Source: an optimization exercise on an open RTL-to-GDS flow (aim: small area and a short achievable clock period). Production flows keep margins and buffers that such runs may drop.
The RTL was checked by simulation tests, not by an equivalence proof against the original design.

--- flow/config.mk ---
export PLATFORM = sky130hd
export DESIGN_NAME = approx_err_monitor
export DESIGN_NICKNAME = approx_err_monitor
export VERILOG_FILES = /design/flow/design.v
export SDC_FILE = /design/flow/constraint.sdc
export NUM_CORES = 4
export LEC_CHECK = 0
export CAP_MARGIN = 20
export CORE_MARGIN = 2
export CORE_UTILIZATION = 40
export SLEW_MARGIN = 20
--- flow/constraint.sdc ---
create_clock -name core_clock -period 10.0 [get_ports {clk}]
set_input_delay 2.0000 -clock core_clock [delete_from_list [all_inputs] [get_ports {clk}]]
set_output_delay 2.0000 -clock core_clock [all_outputs]
set_load 0.01 [all_outputs]
--- flow/run.sh ---
#!/bin/bash
# synth_recipe.tcl (not shown) runs the flow's synth.tcl, then flattens the netlist and writes it again
# the make line also repeats each setting of config.mk as NAME=value (left out here)
make -C /OpenROAD-flow-scripts/flow DESIGN_CONFIG=/design/flow/config.mk WORK_HOME=/design/flow/orfs CLKGATE_MAP_FILE= SYNTH_SCRIPT=/design/flow/synth_recipe.tcl finish
--- flow/design.v ---
package approx_err_pkg;
  localparam int OP_W   = 32;
  localparam int PROD_W = 64;
  typedef logic [1:0] state_t;
  localparam state_t IDLE   = 2'd0;
  localparam state_t ACCUM  = 2'd1;
  localparam state_t DRAIN  = 2'd2;
  localparam state_t REPORT = 2'd3;
endpackage
module approx_err_pipe
(
  input  logic              clk,
  input  logic              rst_n,
  input  logic              in_fire,
  input  logic [approx_err_pkg::OP_W-1:0]   a,
  input  logic [approx_err_pkg::OP_W-1:0]   b,
  input  logic [approx_err_pkg::PROD_W-1:0] approx_y,
  output logic              s1_vld,
  output logic              s2_vld,
  output logic [approx_err_pkg::PROD_W-1:0] d,
  output logic [approx_err_pkg::OP_W-1:0]   d_a,
  output logic [approx_err_pkg::OP_W-1:0]   d_b
);
  logic [approx_err_pkg::PROD_W-1:0] s1_exact;
  logic [approx_err_pkg::PROD_W-1:0] s1_approx;
  logic [approx_err_pkg::OP_W-1:0]   s1_a;
  logic [approx_err_pkg::OP_W-1:0]   s1_b;
  logic [approx_err_pkg::PROD_W:0]   diff;
  logic [approx_err_pkg::PROD_W-1:0] mag;
  assign diff = {1'b0, s1_approx} - {1'b0, s1_exact};
  assign mag  = diff[approx_err_pkg::PROD_W] ? (~diff[approx_err_pkg::PROD_W-1:0] + 64'd1) : diff[approx_err_pkg::PROD_W-1:0];
  always_ff @(posedge clk) begin
    if (!rst_n) begin
      s1_vld <= 1'b0;
      s2_vld <= 1'b0;
    end else begin
      s1_vld <= in_fire;
      s2_vld <= s1_vld;
    end
  end
  always_ff @(posedge clk) begin
    if (in_fire) begin
      s1_exact  <= approx_err_pkg::PROD_W'(a) * approx_err_pkg::PROD_W'(b);
      s1_approx <= approx_y;
      s1_a      <= a;
      s1_b      <= b;
    end
    if (s1_vld) begin
      d   <= mag;
      d_a <= s1_a;
      d_b <= s1_b;
    end
  end
endmodule
module approx_err_monitor
#(
  parameter int WINDOW = 1024,
  parameter int CNT_W  = 32,
  parameter int SUM_W  = 80
) (
  input  logic              clk,
  input  logic              rst_n,
  input  logic              start,
  input  logic              in_valid,
  output logic              in_ready,
  input  logic [approx_err_pkg::OP_W-1:0]   a,
  input  logic [approx_err_pkg::OP_W-1:0]   b,
  input  logic [approx_err_pkg::PROD_W-1:0] approx_y,
  output logic              busy,
  output logic              rpt_valid,
  input  logic              rpt_ready,
  output logic [CNT_W-1:0]  err_count,
  output logic [SUM_W-1:0]  err_sum,
  output logic [approx_err_pkg::PROD_W-1:0] err_max,
  output logic [approx_err_pkg::OP_W-1:0]   err_max_a,
  output logic [approx_err_pkg::OP_W-1:0]   err_max_b,
  output logic [CNT_W-1:0]  sample_count
);
  approx_err_pkg::state_t            state;
  logic              in_fire;
  logic              last_smp;
  logic              s1_vld;
  logic              s2_vld;
  logic [approx_err_pkg::PROD_W-1:0] d;
  logic [approx_err_pkg::OP_W-1:0]   d_a;
  logic [approx_err_pkg::OP_W-1:0]   d_b;
  logic [SUM_W:0]    sum_ext;
  assign in_ready  = (state == approx_err_pkg::ACCUM);
  assign busy      = (state != approx_err_pkg::IDLE);
  assign rpt_valid = (state == approx_err_pkg::REPORT);
  assign in_fire   = in_valid & in_ready;
  assign last_smp  = in_fire && (sample_count == CNT_W'(WINDOW - 1));
  assign sum_ext   = {1'b0, err_sum} + (SUM_W + 1)'(d);
  approx_err_pipe u_pipe (
    .clk      (clk),
    .rst_n    (rst_n),
    .in_fire  (in_fire),
    .a        (a),
    .b        (b),
    .approx_y (approx_y),
    .s1_vld   (s1_vld),
    .s2_vld   (s2_vld),
    .d        (d),
    .d_a      (d_a),
    .d_b      (d_b)
  );
  always_ff @(posedge clk) begin
    if (!rst_n) begin
      state <= approx_err_pkg::IDLE;
    end else begin
      case (state)
        approx_err_pkg::IDLE:    if (start) state <= approx_err_pkg::ACCUM;
        approx_err_pkg::ACCUM:   if (last_smp) state <= approx_err_pkg::DRAIN;
        approx_err_pkg::DRAIN:   if (!s1_vld) state <= approx_err_pkg::REPORT;
        approx_err_pkg::REPORT:  if (rpt_ready) state <= approx_err_pkg::IDLE;
        default: state <= approx_err_pkg::IDLE;
      endcase
    end
  end
  always_ff @(posedge clk) begin
    if (!rst_n || (state == approx_err_pkg::IDLE && start)) begin
      err_count    <= '0;
      err_sum      <= '0;
      err_max      <= '0;
      err_max_a    <= '0;
      err_max_b    <= '0;
      sample_count <= '0;
    end else begin
      if (in_fire) sample_count <= sample_count + 1'b1;
      if (s2_vld) begin
        err_count <= err_count + CNT_W'(d != '0);
        err_sum   <= sum_ext[SUM_W] ? '1 : sum_ext[SUM_W-1:0];
        if (d > err_max) begin
          err_max   <= d;
          err_max_a <= d_a;
          err_max_b <= d_b;
        end
      end
    end
  end
endmodule
==> run notes <==
cell type report:
class | instances | area [sq um]
diodes | 6 | 15.0
clock buffers | 80 | 1800
clock inverters | 36 | 432
fillers | 15100 | 84700
inverters | 1051 | 3950
multi-input cells | 4846 | 43900
flip-flops and latches | 596 | 15100
well taps | 2086 | 2610
repair buffers | 790 | 7540
layout by cell type, fill, tap and decap left out, types with 37 or more instances in the layout:
master                            netlist  routed
sky130_fd_sc_hd__a31oi_1               82      81
sky130_fd_sc_hd__fa_1                 898     898
sky130_fd_sc_hd__nor2b_1               37      37
sky130_fd_sc_hd__buf_4                  5     335
sky130_fd_sc_hd__a21o_1               155     155
sky130_fd_sc_hd__dfxtp_1              276     274
sky130_fd_sc_hd__xnor2_1              158     158
sky130_fd_sc_hd__nand4_1               76      76
sky130_fd_sc_hd__nand3_1              199     199
sky130_fd_sc_hd__xor2_1               128     128
sky130_fd_sc_hd__nor2_1               204     204
sky130_fd_sc_hd__o21ai_0              323     320
sky130_fd_sc_hd__o21bai_1              41      41
sky130_fd_sc_hd__inv_1               1051    1050
sky130_fd_sc_hd__nor3_1                44      44
sky130_fd_sc_hd__and2_1               597     597
sky130_fd_sc_hd__and3_1                47      47
sky130_fd_sc_hd__clkdlybuf4s50_1        0     404
sky130_fd_sc_hd__clkbuf_16              0      69
sky130_fd_sc_hd__nand2_1              769     768
sky130_fd_sc_hd__ha_1                 463     463
sky130_fd_sc_hd__a21oi_1              275     273
sky130_fd_sc_hd__buf_12                 0      44
sky130_fd_sc_hd__edfxtp_1             320     320
flip-flops by register name, summed over array words and instances (netlist names), 2 cells and up:
| signal | flops |
|---|---|
| u_pipe.d_a | 32 |
| err_max_a | 32 |
| u_pipe.s1_approx | 64 |
| state | 2 |
| u_pipe.s1_a | 32 |
| u_pipe.d | 64 |
| u_pipe.s1_exact | 64 |
| err_sum | 80 |
| err_max_b | 32 |
| u_pipe.s1_b | 32 |
| u_pipe.d_b | 32 |
| err_count | 32 |
| err_max | 64 |
| sample_count | 32 |
path summary, 6_finish.rpt:
kind	startpoint	to	slack, ps	cells after the start
max	b[3]	u_pipe.s1_exact[62]	290	27
min reg2reg	u_pipe.s1_a[23]	u_pipe.d_a[23]	420	0
min	u_pipe.s1_a[23]	u_pipe.d_a[23]	420	0
max reg2reg	u_pipe.s1_approx[0]	u_pipe.d[38]	4520	16
metrics by stage:
step,cells,setup WS (ps),hold WS (ps)
2_1_floorplan,6855,244,400
3_3_place_gp,9367,-561,402
3_5_place_dp,9367,-616,405
4_1_cts,9483,70.5,419
5_1_grt,9488,-2.69,421
6_report,9491,289,417
metal layers:
| layer | vias to the layer above | part of all wire (%) | routed length (um) | global-route usage (%) |
|---|---|---|---|---|
| met4 | 6 | 3.0 | 5890 | 7.21 |
| met2 | 1484 | 48 | 93100 | 40.0 |
| met3 | 259 | 6.3 | 12300 | 2.96 |
| li1 | 23200 | - | - | - |
| met1 | 25100 | 43 | 83700 | 32.5 |
| met5 | - | 0.021 | 40 | 0 |
kinds of logic after synthesis:
kind of cell,count (synthesis),synth area share (%)
AND/OR/NAND/NOR,2104,16.5
buffers and inverters,1413,8.31
adder cells (fa/ha/maj),1361,37.0
XOR/XNOR,286,3.90
flip-flops,596,23.6
multiplexers,6,0.0935
AO/OA/AOI/OAI,1089,10.6
what timing repair did:
item,4_1_cts,5_1_grt
gates resized for setup,0,18
hold buffers,0,0
endpoints found under the setup margin,0,14
buffers inserted,0,1
==> implementation parameters <==
Parameter                              Value

Yosys
  Count of mapped cells out of synthesis ... around 7k
  Count of cell types in the netlist ... between 90 and 100
  Most area-consuming cells after synthesis ... sky130_fd_sc_hd__fa_1, sky130_fd_sc_hd__edfxtp_1, sky130_fd_sc_hd__ha_1, sky130_fd_sc_hd__dfxtp_1, sky130_fd_sc_hd__inv_1
  Sequential share of the synthesized area ... 23.6%
  Most numerous cell in the Yosys netlist ... sky130_fd_sc_hd__inv_1
  Total of flip-flops plus latches after synthesis ... slightly below 600
  Yosys top cell area share ... 28.0%
  Mapped Nets ... 8349
  Synth warnings ... 2
  Proportion of synthesized flip-flops having asynchronous set or reset ... 0%
  Flip-flop cell with the highest count after synthesis ... sky130_fd_sc_hd__edfxtp_1
  Synthesized area divided by synthesized cell count ... 9.37 sq um
  Post-synth EDFFs ... between 300 and 400
  Cell types with the highest counts after synthesis ... sky130_fd_sc_hd__inv_1, sky130_fd_sc_hd__fa_1, sky130_fd_sc_hd__nand2_1, sky130_fd_sc_hd__and2_1, sky130_fd_sc_hd__ha_1
  Most area-hungry cell type in the Yosys netlist ... sky130_fd_sc_hd__fa_1
  Post-synthesis cell area ... 64200 sq um

Final layout
  Fraction of layout cells with a size suffix above 1 ... roughly 7.5%
  Post-route standard cell area excluding fillers ... approximately 75000 sq um
  Utilization after layout ... 47.1%
  Area growth, synth to finish ... 17.3%
  Final net count ... 8845

Die
  Die Span X ... 405 um
  Floorplan die area ... 164000 sq um
  Boundary pin count ... just over 400
  Floorplan core area ... 160000 sq um
  Vertical die dimension ... between 400 and 500 um
  Standard-cell row count ... 147
  Initial Util ... around 40%

CTS
  CTS tree ... done
  Total clock buffers created by CTS ... 66
  Root cell of the clock tree ... sky130_fd_sc_hd__clkbuf_16
  Clock-pin slew of the registers on the worst-case setup and hold paths ... 60 ps
  Number of sinks handled by clock tree synthesis ... about 600
  Latest clock arrival within the worst-skew pair ... 660 ps
  Clock buffer depth ... 3
  CTS HTree Levels ... 3

Place
  Placed Area ... 73000 sq um
  Post-DP HPWL ... between 150 and 200 mm
  Placer congestion estimate ... 0.939
  Number of buffers inserted by port buffering ... approximately 410

Critical path
  CP bufs+invs ... 5
  Critical path data arrival time ... 10100 ps
  Slowest cell on the critical path ... sky130_fd_sc_hd__or4_1
  CP Launch Type ... primary input
  Maximum fanout along the worst path ... 14
  Worst stage delay on the critical path ... 590 ps
  Family with the most delay on the worst path ... adder cells
  Most frequent cell on the critical path ... sky130_fd_sc_hd__fa_1
  Required arrival time at the worst endpoint ... around 10000 ps
  Sort of element at the end of the critical path ... flop
  Worst Path Class, Setup ... in2reg

Run status
  Run status ... timing/DRC/antenna clean

Timing
  Worst Max-Slew Pin Slew ... roughly 1100 ps
  Final setup violation count ... 0
  Final Skew ... 40.3 ps
  Number of max-slew violations in the final report ... 0
  Final period utilization ... 97.1%
  Setup TNS after final layout ... 0 ps
  Max-Slew Margin vs Limit ... 29.2%
  Min cycle time layout ... between 9000 and 10000 ps
  Number of failing hold endpoints at the final stage ... 0
  Upper clock frequency limit ... between 100 and 150 MHz

Drt
  DR WL/cell ... 20.6 um
  DRC violation total after the first TritonRoute iteration ... 3429
  Vias ... around 50k
  Routed wire length ... approximately 200 mm
  Routed via count divided by cell count ... 5.27
  Remaining routing DRC violations ... 0
  Post-detailed-route count of antenna-violating nets ... 0
  Drt first pass iters ... 6

GRT
  Number of global-route vias before repair ... 51.4k
  GRT Overall Usage ... 24.0%
  Largest net degree at the start of global routing ... 233
  Number of antenna violations at the first check in global routing ... 20
  Congestion Overflow GR ... 0
  First-pass GRT wire length ... about 300 mm

Min path
  Worst min-delay path category ... reg2reg

Flow run
  Number of max-capacitance violations reported ... 0

==> afterwards: timing with drivers on the ports <==
Ports are ideal in the flow. The routed layout listed here was re-timed in OpenROAD.
Step 1 sets driving cells, clkbuf_16 on the clock port and buf_2 on the other inputs (assumed; they add their load-dependent delay and slew).
Step 2, shift: input delay + t, output delay - t, t = (earliest + latest rising clock arrival at the registers) / 2. This alone moves slack from input paths to output paths.
a / b / c = ideal ports / drivers / drivers and shift; a / b = the first two.
t, ns: 0.717
setup WS [ns]: 0.289 / 0.343 / -0.374
worst setup path after step 2: input to register
worst register clock-pin slew, ns: 0.07 / 0.07
cell pins on the clock port's net: 1
With both steps, setup timing fails in this run, where it was met with ideal ports. For this run, drivers alone change the setup slack by +0.054 ns; drivers and shift together by -0.663 ns.
